This design comes from an exercise in tuning for small area and few clock cycles per item on the open sky130 flow, not from production work. The RTL was checked by simulation tests, not by an equivalence proof against the original design.

==> design/flow/design.v <==
package bfu_pkg;
  localparam int W_DEF    = 32;
  localparam int FRAC_DEF = 16;
  localparam logic [W_DEF-1:0] ONE = W_DEF'(1) << FRAC_DEF;
  typedef struct packed {
    logic [W_DEF-1:0] re;
    logic [W_DEF-1:0] im;
  } cplx_t;
endpackage
module cmult_conj_pipe
#(
  parameter int W    = bfu_pkg::W_DEF,
  parameter int FRAC = bfu_pkg::FRAC_DEF
) (
  input  logic         clk,
  input  logic         rst,
  input  logic         en_i,
  input  logic [W-1:0] x_r_i,
  input  logic [W-1:0] x_i_i,
  input  logic [W-1:0] w_r_i,
  input  logic [W-1:0] w_i_i,
  output logic [W-1:0] y_r_o,
  output logic [W-1:0] y_i_o,
  output logic         ovf_o
);
  logic [2*W-1:0] xr_ext, xi_ext, wr_ext, wi_ext;
  logic [2*W-1:0] pr0_d, pr1_d, pi0_d, pi1_d;
  logic [2*W-1:0] pr0_q, pr1_q, pi0_q, pi1_q;
  logic signed [2*W:0] yr_sum, yi_dif, yr_sh, yi_sh;
  logic                fit_r, fit_i;
  assign xr_ext = {{W{x_r_i[W-1]}}, x_r_i};
  assign xi_ext = {{W{x_i_i[W-1]}}, x_i_i};
  assign wr_ext = {{W{w_r_i[W-1]}}, w_r_i};
  assign wi_ext = {{W{w_i_i[W-1]}}, w_i_i};
  assign pr0_d = xr_ext * wr_ext;
  assign pr1_d = xi_ext * wi_ext;
  assign pi0_d = xi_ext * wr_ext;
  assign pi1_d = xr_ext * wi_ext;
  always_ff @(posedge clk) begin
    if (en_i) begin
      pr0_q <= pr0_d;
      pr1_q <= pr1_d;
      pi0_q <= pi0_d;
      pi1_q <= pi1_d;
    end
  end
  assign yr_sum = {pr0_q[2*W-1], pr0_q} + {pr1_q[2*W-1], pr1_q};
  assign yi_dif = {pi0_q[2*W-1], pi0_q} - {pi1_q[2*W-1], pi1_q};
  assign yr_sh  = yr_sum >>> FRAC;
  assign yi_sh  = yi_dif >>> FRAC;
  assign fit_r = ~|yr_sh[2*W:W-1] | &yr_sh[2*W:W-1];
  assign fit_i = ~|yi_sh[2*W:W-1] | &yi_sh[2*W:W-1];
  assign ovf_o = ~fit_r | ~fit_i;
  always_ff @(posedge clk) begin
    if (rst) begin
      y_r_o <= '0;
      y_i_o <= '0;
    end else if (en_i) begin
      y_r_o <= yr_sh[W-1:0];
      y_i_o <= yi_sh[W-1:0];
    end
  end
endmodule
module ibfu_pipe
#(
  parameter int W     = bfu_pkg::W_DEF,
  parameter int FRAC  = bfu_pkg::FRAC_DEF,
  parameter int SCALE = 1
) (
  input  logic         clk,
  input  logic         rst,
  input  logic         in_valid,
  output logic         in_ready,
  input  logic [W-1:0] a_r_in,
  input  logic [W-1:0] a_i_in,
  input  logic [W-1:0] b_r_in,
  input  logic [W-1:0] b_i_in,
  input  logic [W-1:0] tw_r,
  input  logic [W-1:0] tw_i,
  output logic         out_valid,
  input  logic         out_ready,
  output logic [W-1:0] a_r_out,
  output logic [W-1:0] a_i_out,
  output logic [W-1:0] b_r_out,
  output logic [W-1:0] b_i_out,
  output logic         ovf
);
  logic         adv;
  logic [W:0]   sum_r, sum_i, dif_r, dif_i;
  logic [W-1:0] s_r_d, s_i_d, d_r_d, d_i_d;
  logic         s1_ovf;
  logic [W-1:0] s1_r_q, s1_i_q, d1_r_q, d1_i_q, tw1_r_q, tw1_i_q;
  logic [W-1:0] s2_r_q, s2_i_q;
  logic [W-1:0] a_r_q, a_i_q;
  logic         v1_q, v2_q, v3_q;
  logic         ovf_d, ovf_q;
  logic         cm_ovf;
  assign adv      = ~v3_q | out_ready;
  assign in_ready = adv;
  assign sum_r = {a_r_in[W-1], a_r_in} + {b_r_in[W-1], b_r_in};
  assign sum_i = {a_i_in[W-1], a_i_in} + {b_i_in[W-1], b_i_in};
  assign dif_r = {a_r_in[W-1], a_r_in} - {b_r_in[W-1], b_r_in};
  assign dif_i = {a_i_in[W-1], a_i_in} - {b_i_in[W-1], b_i_in};
  always_comb begin
    s_r_d  = sum_r[W-1:0];
    s_i_d  = sum_i[W-1:0];
    d_r_d  = dif_r[W-1:0];
    d_i_d  = dif_i[W-1:0];
    s1_ovf = 1'b0;
    if (SCALE != 0) begin
      s_r_d = sum_r[W:1];
      s_i_d = sum_i[W:1];
      d_r_d = dif_r[W:1];
      d_i_d = dif_i[W:1];
    end else begin
      s1_ovf = (sum_r[W] ^ sum_r[W-1]) | (sum_i[W] ^ sum_i[W-1]) |
               (dif_r[W] ^ dif_r[W-1]) | (dif_i[W] ^ dif_i[W-1]);
    end
  end
  assign ovf_d = ovf_q | (in_valid & adv & s1_ovf) | (v2_q & adv & cm_ovf);
  always_ff @(posedge clk) begin
    if (adv) begin
      s1_r_q  <= s_r_d;
      s1_i_q  <= s_i_d;
      d1_r_q  <= d_r_d;
      d1_i_q  <= d_i_d;
      tw1_r_q <= tw_r;
      tw1_i_q <= tw_i;
      s2_r_q  <= s1_r_q;
      s2_i_q  <= s1_i_q;
    end
  end
  always_ff @(posedge clk) begin
    if (rst) begin
      v1_q  <= 1'b0;
      v2_q  <= 1'b0;
      v3_q  <= 1'b0;
      a_r_q <= '0;
      a_i_q <= '0;
      ovf_q <= 1'b0;
    end else begin
      if (adv) begin
        v1_q  <= in_valid;
        v2_q  <= v1_q;
        v3_q  <= v2_q;
        a_r_q <= s2_r_q;
        a_i_q <= s2_i_q;
      end
      ovf_q <= ovf_d;
    end
  end
  cmult_conj_pipe #(
    .W    (W),
    .FRAC (FRAC)
  ) u_cmult (
    .clk   (clk),
    .rst   (rst),
    .en_i  (adv),
    .x_r_i (d1_r_q),
    .x_i_i (d1_i_q),
    .w_r_i (tw1_r_q),
    .w_i_i (tw1_i_q),
    .y_r_o (b_r_out),
    .y_i_o (b_i_out),
    .ovf_o (cm_ovf)
  );
  assign out_valid = v3_q;
  assign a_r_out   = a_r_q;
  assign a_i_out   = a_i_q;
  assign ovf       = ovf_q;
endmodule
==> design/flow/run.sh <==
#!/bin/bash
# synth_recipe.tcl (not shown) runs the flow's synth.tcl, then flattens the netlist and writes it again
# the make line also repeats each setting of config.mk as NAME=value (left out here)
make -C /OpenROAD-flow-scripts/flow DESIGN_CONFIG=/design/flow/config.mk WORK_HOME=/design/flow/orfs CLKGATE_MAP_FILE= SYNTH_SCRIPT=/design/flow/synth_recipe.tcl finish
==> design/flow/config.mk <==
export PLATFORM = sky130hd
export DESIGN_NAME = ibfu_pipe
export DESIGN_NICKNAME = ibfu_pipe
export VERILOG_FILES = /design/flow/design.v
export SDC_FILE = /design/flow/constraint.sdc
export NUM_CORES = 4
export LEC_CHECK = 0
export CAP_MARGIN = 20
export CORE_MARGIN = 2
export CORE_UTILIZATION = 40
export SLEW_MARGIN = 20
==> design/flow/constraint.sdc <==
create_clock -name core_clock -period 10.0 [get_ports {clk}]
set_input_delay 2.0000 -clock core_clock [delete_from_list [all_inputs] [get_ports {clk}]]
set_output_delay 2.0000 -clock core_clock [all_outputs]
set_load 0.01 [all_outputs]
==> run notes <==
-- cell families (layout without fill, tap and decap cells) --
family / count (synthesis) / in the layout / synth area share
mux: 5 / 5 / 0.0002935
flops: 644 / 644 / 0.1031
buf+inv: 5024 / 4897 / 0.1079
fa+ha+maj: 5318 / 5318 / 0.5667
other cells: 0 / 10 / 0
simple gates: 5195 / 5195 / 0.1469
xor+xnor: 483 / 483 / 0.02420
compound gates: 1386 / 1386 / 0.05090
-- path summary, 6_finish.rpt --
check                                          to  slack (ns)
worst min-delay path                    s2_r_q[3]        0.33
worst max register to register  u_cmult.pi1_q[62]        0.36
worst max-delay path            u_cmult.pi1_q[62]        0.36
worst min register to register          s2_r_q[3]        0.33
-- area by class of cell --
class | count | area [sq um] | area share
inverters | 4017 | 15090 | 0.07989
diodes | 10 | 25.02 | 0.0001325
flip-flops and latches | 644 | 18020 | 0.09541
clock buffers | 124 | 2735 | 0.01448
multi-input cells | 12387 | 138000 | 0.7306
well taps | 5734 | 7174 | 0.03799
repair buffers | 704 | 7248 | 0.03838
clock inverters | 52 | 585.6 | 0.003101
-- repair_timing --
action,CTS,global route
gates resized for setup,0,4
buffers inserted,0,9
setup endpoints to repair,0,16
-- layout by cell type (no fill, tap or decap), drive strengths merged, types with 10 or more instances in the layout --
cell type and n:
nand4 56, a31oi 41, buf 379, edfxtp 512, ha 986, and4 11
o21bai 95, o211ai 22, clkdlybuf4s50 325, clkbuf 124, inv 4026, a311oi 18
o21a 46, dfxtp 132, a21o 211, clkinv 29, nor3 60, and2 2066
a211oi 44, nand2 2335, o21ai 203, diode 10, or2 14, a21oi 546
xnor2 345, a21boi 13, o31ai 16, a221oi 12, and3 41, nor2b 39
or3 15, nand3 72, nand2b 82, xor2 138, nor2 366, fa 4332
o31a 10
-- per-stage QoR --
step	utilization	worst slack (ns)	instance area (sq um)
floorplan	-	1.651	174800
global placement	0.4263	0.5031	185300
detailed placement	0.4264	0.4506	185400
CTS	0.4340	0.2434	188700
global route	0.4343	0.009524	188800
finish	0.4343	0.3572	188800
-- worst reg2reg max path, delay by kind of cell (launching register included) --
family                   cells  cell delay, ns
buffers and inverters        4            0.63
AND/OR/NAND/NOR              5            1.10
XOR/XNOR                     1            0.08
adder cells (fa/ha/maj)      9            4.19
AO/OA/AOI/OAI                9            2.53
flip-flops                   1            0.75
-- routing by layer --
| layer | share of wire | routed length (um) | vias up | track usage |
|---|---|---|---|---|
| met5 | 0.000057 | 28 | - | 0 |
| met4 | 0.057 | 28100 | 4 | 0.1054 |
| met3 | 0.051 | 25320 | 679 | 0.02373 |
| met2 | 0.49 | 241000 | 3298 | 0.3939 |
| met1 | 0.41 | 200600 | 63297 | 0.3012 |
| li1 | - | - | 52675 | - |
-- registers in the layout, indices dropped and copies added, names as in the netlist, 64 cells and up --
register / cells
u_cmult.pr1_q: 64
u_cmult.pi0_q: 64
u_cmult.pi1_q: 64
u_cmult.pr0_q: 64
==> metrics.md <==
| Metric | Value |
|---|---|
| # setup viols final | 0 |
| Final Hold Fails | 0 |
| IO Port Bufs | 326 |
| Hold Buf Count CTS | 0 |
| Count leader, synth | fa_1 |
| Flops & latches, synth | 644 |
| Status | timing/DRC/antenna clean |
| Initial DRC count | 7,845 |
| Relative slew slack | 0.2438 |
| R2r worst-path depth | 28 |
| Actual slew at the worst max-slew pin | 1.122 ns |
| Root Driver | clkbuf_16 |
| Post-synth top area share | 0.4962 |
| Initial antenna violation count | 10 |
| Synth warnings | 2 |
| Core area | 434,800 sq um |
| Crit-path slowest cell | edfxtp_1 |
| Total negative slack | 0 ns |
| Synth cell types | 93 |
| Hold Crit Start | s1_r_q[3] |
| Drt wl/cell | 20.91 um |
| Die Y-Extent | 665.0 um |
| Number of global-route vias before repair | 131,428 |
| Mapped Cells | 18,055 |
| Post-synth top cells | fa_1 (4,332), inv_1 (4,015), nand2_1 (2,334) |
| I/O pins | 327 |
| Critical path data required time | 10.58 ns |
| Pre-antenna DRT Iters | 6 |
| Cell Area, Synth | 174,800 sq um |
| Site row count | 242 |
| Startpoint types | register |
| Largest net degree at the start of global routing | 136 |
| CP max FO | 14 |
| WP depth | 28 |
| Top_reg_cell synth | edfxtp_1 |
| Clock Latency Late Sink | 0.95 ns |
| Worst Hold Class | register to register |
| Nets | 23,365 |
| Starting Density | 0.4020 |
| R2r startpoint | tw1_i_q[0] |
| Pins Over Slew Limit | 0 |
| Bufs on Longest Clock Path | 4 |
| Largest area contributor in the netlist | fa_1 |
| Crit. End Element | register |
| Share of the yosys chip area belonging to registers | 0.1031 |
| Crit path arrival time | 10.22 ns |
| DIE WIDTH | 665.0 um |
| Congestion Overflow GR | 0 |
| Max-cap viol count | 0 |
| Hold WS | 0.3282 ns |
| HPWL after DPL | 400,000 um |
| Worst Setup SP | tw1_i_q[0] |
| Final non-filler cell total | 23,672 |
| Fillers | 42,027 |
| Via density | 5.067 |
| Vias post-DR | 119,953 |
| Placed insts | 23,477 |
| First-pass GRT wire length | 788,300 um |
| Clock-pin slew on the worst setup and hold paths | 0.06 ns |
| Gr usage total | 0.2324 |
| Crit path time final | 9.643 ns |
| Mapped Nets | 23,569 |
| Synth-to-Final Area Change | 8.039% |
| Share of cells above drive strength 1 | 0.03425 |
| Unrepaired setup endpoints after global routing | false |
| Fmax | 103.7 MHz |
| Clock skew | 0.1650 ns |
| Delay-heaviest family, CP | adder cells |
| Clock sink count | 644 |
| Post-route ant nets | 0 |
| Die area | 442,300 sq um |
| Total CTS buffers | 97 |
| EDFF count, synth | 512 |
| CP Buf/Inv Count | 4 |
| CTS H-tree lvls | 3 |
| Top cell by count, worst path | fa_1 |
| Hold Path Stages | 0 |
| Fin crit share | 0.9643 |
| Synth top area cells | fa_1 (50%), edfxtp_1 (8.8%), inv_1 (8.6%), and2_1 (7.4%), ha_1 (7.1%) |
| GP Congestion | 0.8933 |
| Max incr delay on CP | 0.75 ns |
| Mean post-synth cell area | 9.681 sq um |
| FFs w/ async S/R, synth | 0 |
| CTS tree | done |
| Critical path class | register to register |
| Detailed Route WL | 495,100 um |
| Post-route DRC violation count | 0 |
Testbench counts, summed over its fixed seeds: cycles 12,024, items 12,000.

## separate check: timing with driven ports
In the flow no input, the clock included, has a driving cell. The finished layout below was timed again as built, in two steps.
Step 1: set_driving_cell puts a clkbuf_16 on clk and a buf_2 on each other input, an assumption about the parent block.
Step 2 adds t to the input delays and takes it off the output delays; t is the mean of the earliest and latest rising clock arrival at the registers after step 1. Input paths then give back, and output paths get back, about the clock's delay inside the block.
a / b / c = ideal / step 1 / step 2; a / b = the first two.
t (ns): 0.980
setup WS [ns]: 0.357 / 0.357 / 0.357
worst hold slack (ns): 0.328 / 0.328 / 0.328
clock arrival spread, ns: 0.165 / 0.165
After both steps this run still meets setup and hold. For this run, drivers alone change the setup slack by 0.000 ns; drivers and shift together by 0.000 ns.
